From an optimization exercise on the open Yosys and OpenROAD flow, aimed at small area, a short achievable clock period and few clock cycles; shortcuts taken in it are not production practice. The RTL was checked by simulation tests, not by an equivalence proof against the original design.

==> run D: inputs <==
==> flow/design.v (excerpt) <==
module palettized_pixel_unpacker_unit
#(
	parameter int PALETTE_DEPTH = PALETTE_DEPTH_DEF,
	parameter int MAX_WIDTH     = MAX_WIDTH_DEF,
	parameter int MAX_HEIGHT    = MAX_HEIGHT_DEF
) (
	input  logic               clk,
	input  logic               arst_n,
	input  logic               cfg_valid,
	output logic               cfg_ready,
	input  logic [1:0]         cfg_index,
	input  logic [CFG_W-1:0]   cfg_data,
	input  logic               in_valid,
	output logic               in_stall,
	input  logic [1:0]         operation,
	input  logic [7:0]         palette_slot,
	input  logic [31:0]        palette_color,
	input  logic [7:0]         data_byte,
	output logic               out_valid,
	input  logic               out_stall,
	output logic [COORD_W-1:0] pixel_x,
	output logic [COORD_W-1:0] pixel_y,
	output logic [31:0]        pixel_color,
	output logic               last_of_byte,
	output logic               last_of_image
);
make LEC_CHECK=0 ABC_CLOCK_PERIOD_IN_PS=3000 CAP_MARGIN=20 CORE_MARGIN=2 CORE_UTILIZATION=60 CTS_CLUSTER_DIAMETER=60 CTS_CLUSTER_SIZE=30 PLACE_DENSITY=0.7 SETUP_SLACK_MARGIN=5 SLEW_MARGIN=20 SYNTH_MEMORY_MAX_BITS=16384 TNS_END_PERCENT=10 finish   # period 8.5 ns
run.sh (not shown) runs the stock make flow with config.mk's settings and CLKGATE_MAP_FILE= SYNTH_SCRIPT=/design/flow/synth_recipe.tcl, a recipe that flattens the netlist after the stock synthesis.
==> run C: changes against run D <==
--- a/flow/config.mk
+++ b/flow/config.mk
@@ -5,14 +5,13 @@
 export SDC_FILE = /design/flow/constraint.sdc
 export NUM_CORES = 4
 export LEC_CHECK = 0
 export ABC_CLOCK_PERIOD_IN_PS = 3000
 export CAP_MARGIN = 20
 export CORE_MARGIN = 2
-export CORE_UTILIZATION = 60
+export CORE_UTILIZATION = 70
 export CTS_CLUSTER_DIAMETER = 60
 export CTS_CLUSTER_SIZE = 30
-export PLACE_DENSITY = 0.7
+export PLACE_DENSITY = 0.8
 export SETUP_SLACK_MARGIN = 5
 export SLEW_MARGIN = 20
 export SYNTH_MEMORY_MAX_BITS = 16384
-export TNS_END_PERCENT = 10
==> run R: changes against run D <==
--- a/flow/design.v
+++ b/flow/design.v
@@ -436,14 +436,15 @@
 				REG_STRIDE: sm1_q    <= (cfg_data == 13'd0) ? 13'd0 : cfg_data - 13'd1;
 				default: ;
 			endcase
 		end
 	end
 	logic [1:0]  f_op    [2];
-	logic [7:0]  f_arg   [2];   
+	logic [7:0]  f_slot  [2];
 	logic [31:0] f_color [2];
+	logic [7:0]  f_byte  [2];
 	logic        wp;
 	logic        rp;
 	logic [1:0]  cnt;
 	logic        full_q;
 	logic        accept;
 	logic        pop;
@@ -452,14 +453,15 @@
 	assign accept   = in_valid && !full_q;
 	assign cnt_next = cnt + {1'b0, accept} - {1'b0, pop};
 	for (genvar k = 0; k < 2; k++) begin : g_q
 		always_ff @(posedge clk) begin
 			if (!full_q && wp == 1'(k)) begin
 				f_op[k]    <= operation;
-				f_arg[k]   <= (operation == OP_PALETTE) ? palette_slot : data_byte;
+				f_slot[k]  <= palette_slot;
 				f_color[k] <= palette_color;
+				f_byte[k]  <= data_byte;
 			end
 		end
 	end
 	always_ff @(posedge clk or negedge arst_n) begin
 		if (!arst_n) begin
 			wp     <= 1'b0;
@@ -477,13 +479,13 @@
 	logic [1:0]  h_op;
 	logic [31:0] h_color;
 	logic [7:0]  h_byte;
 	assign hv      = (cnt != 2'd0);
 	assign h_op    = f_op[rp];
 	assign h_color = f_color[rp];
-	assign h_byte  = f_arg[rp];
+	assign h_byte  = f_byte[rp];
 	logic [12:0] col_q;
 	logic [12:0] rem_q;
 	logic [11:0] row_q;
 	logic [13:0] bir_q;
 	logic        pad;
 	logic        le;
@@ -557,14 +559,14 @@
 	logic         w_ok;
 	ppu_palette_ram u_ram (
 		.clk      (clk),
 		.arst_n   (arst_n),
 		.we       (pal_we),
 		.rd_busy  (!seq_ok),
-		.waddr_a  (f_arg[0]),
-		.waddr_b  (f_arg[1]),
+		.waddr_a  (f_slot[0]),
+		.waddr_b  (f_slot[1]),
 		.wsel     (rp),
 		.wdata    (h_color),
 		.w_ok     (w_ok),
 		.raddr    (raddr),
 		.rsel     (rsel),
 		.t_nx     (t_nx),
--- a/flow/config.mk
+++ b/flow/config.mk
@@ -5,14 +5,13 @@
 export SDC_FILE = /design/flow/constraint.sdc
 export NUM_CORES = 4
 export LEC_CHECK = 0
 export ABC_CLOCK_PERIOD_IN_PS = 3000
 export CAP_MARGIN = 20
 export CORE_MARGIN = 2
-export CORE_UTILIZATION = 60
+export CORE_UTILIZATION = 70
 export CTS_CLUSTER_DIAMETER = 60
 export CTS_CLUSTER_SIZE = 30
-export PLACE_DENSITY = 0.7
+export PLACE_DENSITY = 0.8
 export SETUP_SLACK_MARGIN = 5
 export SLEW_MARGIN = 20
 export SYNTH_MEMORY_MAX_BITS = 16384
-export TNS_END_PERCENT = 10
==> run B: changes against run D <==
--- a/flow/design.v
+++ b/flow/design.v
@@ -436,14 +436,15 @@
 				REG_STRIDE: sm1_q    <= (cfg_data == 13'd0) ? 13'd0 : cfg_data - 13'd1;
 				default: ;
 			endcase
 		end
 	end
 	logic [1:0]  f_op    [2];
-	logic [7:0]  f_arg   [2];   
+	logic [7:0]  f_slot  [2];
 	logic [31:0] f_color [2];
+	logic [7:0]  f_byte  [2];
 	logic        wp;
 	logic        rp;
 	logic [1:0]  cnt;
 	logic        full_q;
 	logic        accept;
 	logic        pop;
@@ -452,14 +453,15 @@
 	assign accept   = in_valid && !full_q;
 	assign cnt_next = cnt + {1'b0, accept} - {1'b0, pop};
 	for (genvar k = 0; k < 2; k++) begin : g_q
 		always_ff @(posedge clk) begin
 			if (!full_q && wp == 1'(k)) begin
 				f_op[k]    <= operation;
-				f_arg[k]   <= (operation == OP_PALETTE) ? palette_slot : data_byte;
+				f_slot[k]  <= palette_slot;
 				f_color[k] <= palette_color;
+				f_byte[k]  <= data_byte;
 			end
 		end
 	end
 	always_ff @(posedge clk or negedge arst_n) begin
 		if (!arst_n) begin
 			wp     <= 1'b0;
@@ -477,13 +479,13 @@
 	logic [1:0]  h_op;
 	logic [31:0] h_color;
 	logic [7:0]  h_byte;
 	assign hv      = (cnt != 2'd0);
 	assign h_op    = f_op[rp];
 	assign h_color = f_color[rp];
-	assign h_byte  = f_arg[rp];
+	assign h_byte  = f_byte[rp];
 	logic [12:0] col_q;
 	logic [12:0] rem_q;
 	logic [11:0] row_q;
 	logic [13:0] bir_q;
 	logic        pad;
 	logic        le;
@@ -557,14 +559,14 @@
 	logic         w_ok;
 	ppu_palette_ram u_ram (
 		.clk      (clk),
 		.arst_n   (arst_n),
 		.we       (pal_we),
 		.rd_busy  (!seq_ok),
-		.waddr_a  (f_arg[0]),
-		.waddr_b  (f_arg[1]),
+		.waddr_a  (f_slot[0]),
+		.waddr_b  (f_slot[1]),
 		.wsel     (rp),
 		.wdata    (h_color),
 		.w_ok     (w_ok),
 		.raddr    (raddr),
 		.rsel     (rsel),
 		.t_nx     (t_nx),
--- a/flow/config.mk
+++ b/flow/config.mk
@@ -12,7 +12,6 @@
 export CTS_CLUSTER_DIAMETER = 60
 export CTS_CLUSTER_SIZE = 30
 export PLACE_DENSITY = 0.7
 export SETUP_SLACK_MARGIN = 5
 export SLEW_MARGIN = 20
 export SYNTH_MEMORY_MAX_BITS = 16384
-export TNS_END_PERCENT = 10
==> flow_summary.yaml <==
final_layout:
  multi_input_area_share: 0.2302
  insertedDiodeCount: 79
power_and_ir_drop:
  p_leak_nw: 111.0
  ir_worst_vdd_mv: 0.5064
routing:
  num_vias: 180300
  wl_met3_um: 141500
clock_tree:
  cts.sinks: 9320
outcome:
  status: "timing/DRC/antenna clean"
the above is filed under run C

==> flow_summary.yaml <==
outcome:
  status: "timing/DRC/antenna clean"
final_layout:
  multi_input_area_share: 0.2275
  insertedDiodeCount: 31
worst_setup_path:
  startpoint: "u_seq.r1_ksel[1]"
clock_tree:
  post_cts_buffers: 24
  cts.sinks: 9336
power_and_ir_drop:
  ir_worst_vdd_mv: 0.5170
routing:
  wl_met3_um: 123600
the above is filed under run B

==> flow_summary.yaml <==
final_layout:
  insertedDiodeCount: 64
  multi_input_area_share: 0.2282
synthesis:
  synthTopCellsByArea: "dfxtp_1 65%, a22oi_1 9.3%, edfxtp_1 6.5%, mux2_2 4.7%, a22o_1 1.7%"
  synth_compound_area_frac: 0.1440
routing:
  num_vias: 175000
  wl_met3_um: 123900
  drt_wl_total_um: 931300
clock_tree:
  cts.clk_slew.worst_paths_ps: 100
power_and_ir_drop:
  ir_worst_vdd_mv: 0.6974
outcome:
  status: "timing/DRC/antenna clean"
the above is filed under run D

==> flow_summary.yaml <==
routing:
  num_vias: 180600
  wl_met3_um: 145300
clock_tree:
  cts.sinks: 9336
final_layout:
  instances_no_fill: 24370
  multi_input_area_share: 0.2296
sta:
  period_minus_slack_ps: 3579
outcome:
  status: "timing/DRC/antenna clean"
the above is filed under run R

Testbench counts of run D, summed over its fixed seeds: cycles 18,382.
Testbench counts of run C, summed over its fixed seeds: cycles 18,382.
Testbench counts of run R, summed over its fixed seeds: cycles 18,382.
Testbench counts of run B, summed over its fixed seeds: cycles 18,382.

==> separate check: timing with driven ports <==
The results above use ideal ports. As a check the final layouts listed here were re-extracted and re-timed, cells and wires unchanged. Step 1, drivers: a clkbuf_16 drives clk and a buf_2 each remaining input, both assumed. Step 2, shift: input delay + t, output delay - t, t = (earliest + latest rising clock arrival at the registers) / 2. This alone moves slack from input paths to output paths. Three values: no drivers, after step 1, after step 2; two values: the first two.
| run | t, ns | setup WS [ns] | slew at the worst register clock pin (ns) | cell pins on the clock port's net |
|---|---|---|---|---|
| run D | 1.196 | 4.625 / 4.596 / 3.766 | 0.11 / 0.11 | 1 |
| run C | 1.180 | 4.792 / 4.792 / 4.059 | 0.11 / 0.11 | 1 |
| run R | 1.195 | 4.921 / 4.887 / 4.008 | 0.11 / 0.11 | 1 |
| run B | 1.218 | 4.879 / 4.879 / 4.044 | 0.11 / 0.11 | 1 |
After both steps setup and hold are still met in every run listed. The setup slack of run R, which loses most, moves by -0.034 ns with the drivers and by -0.913 ns with both steps.
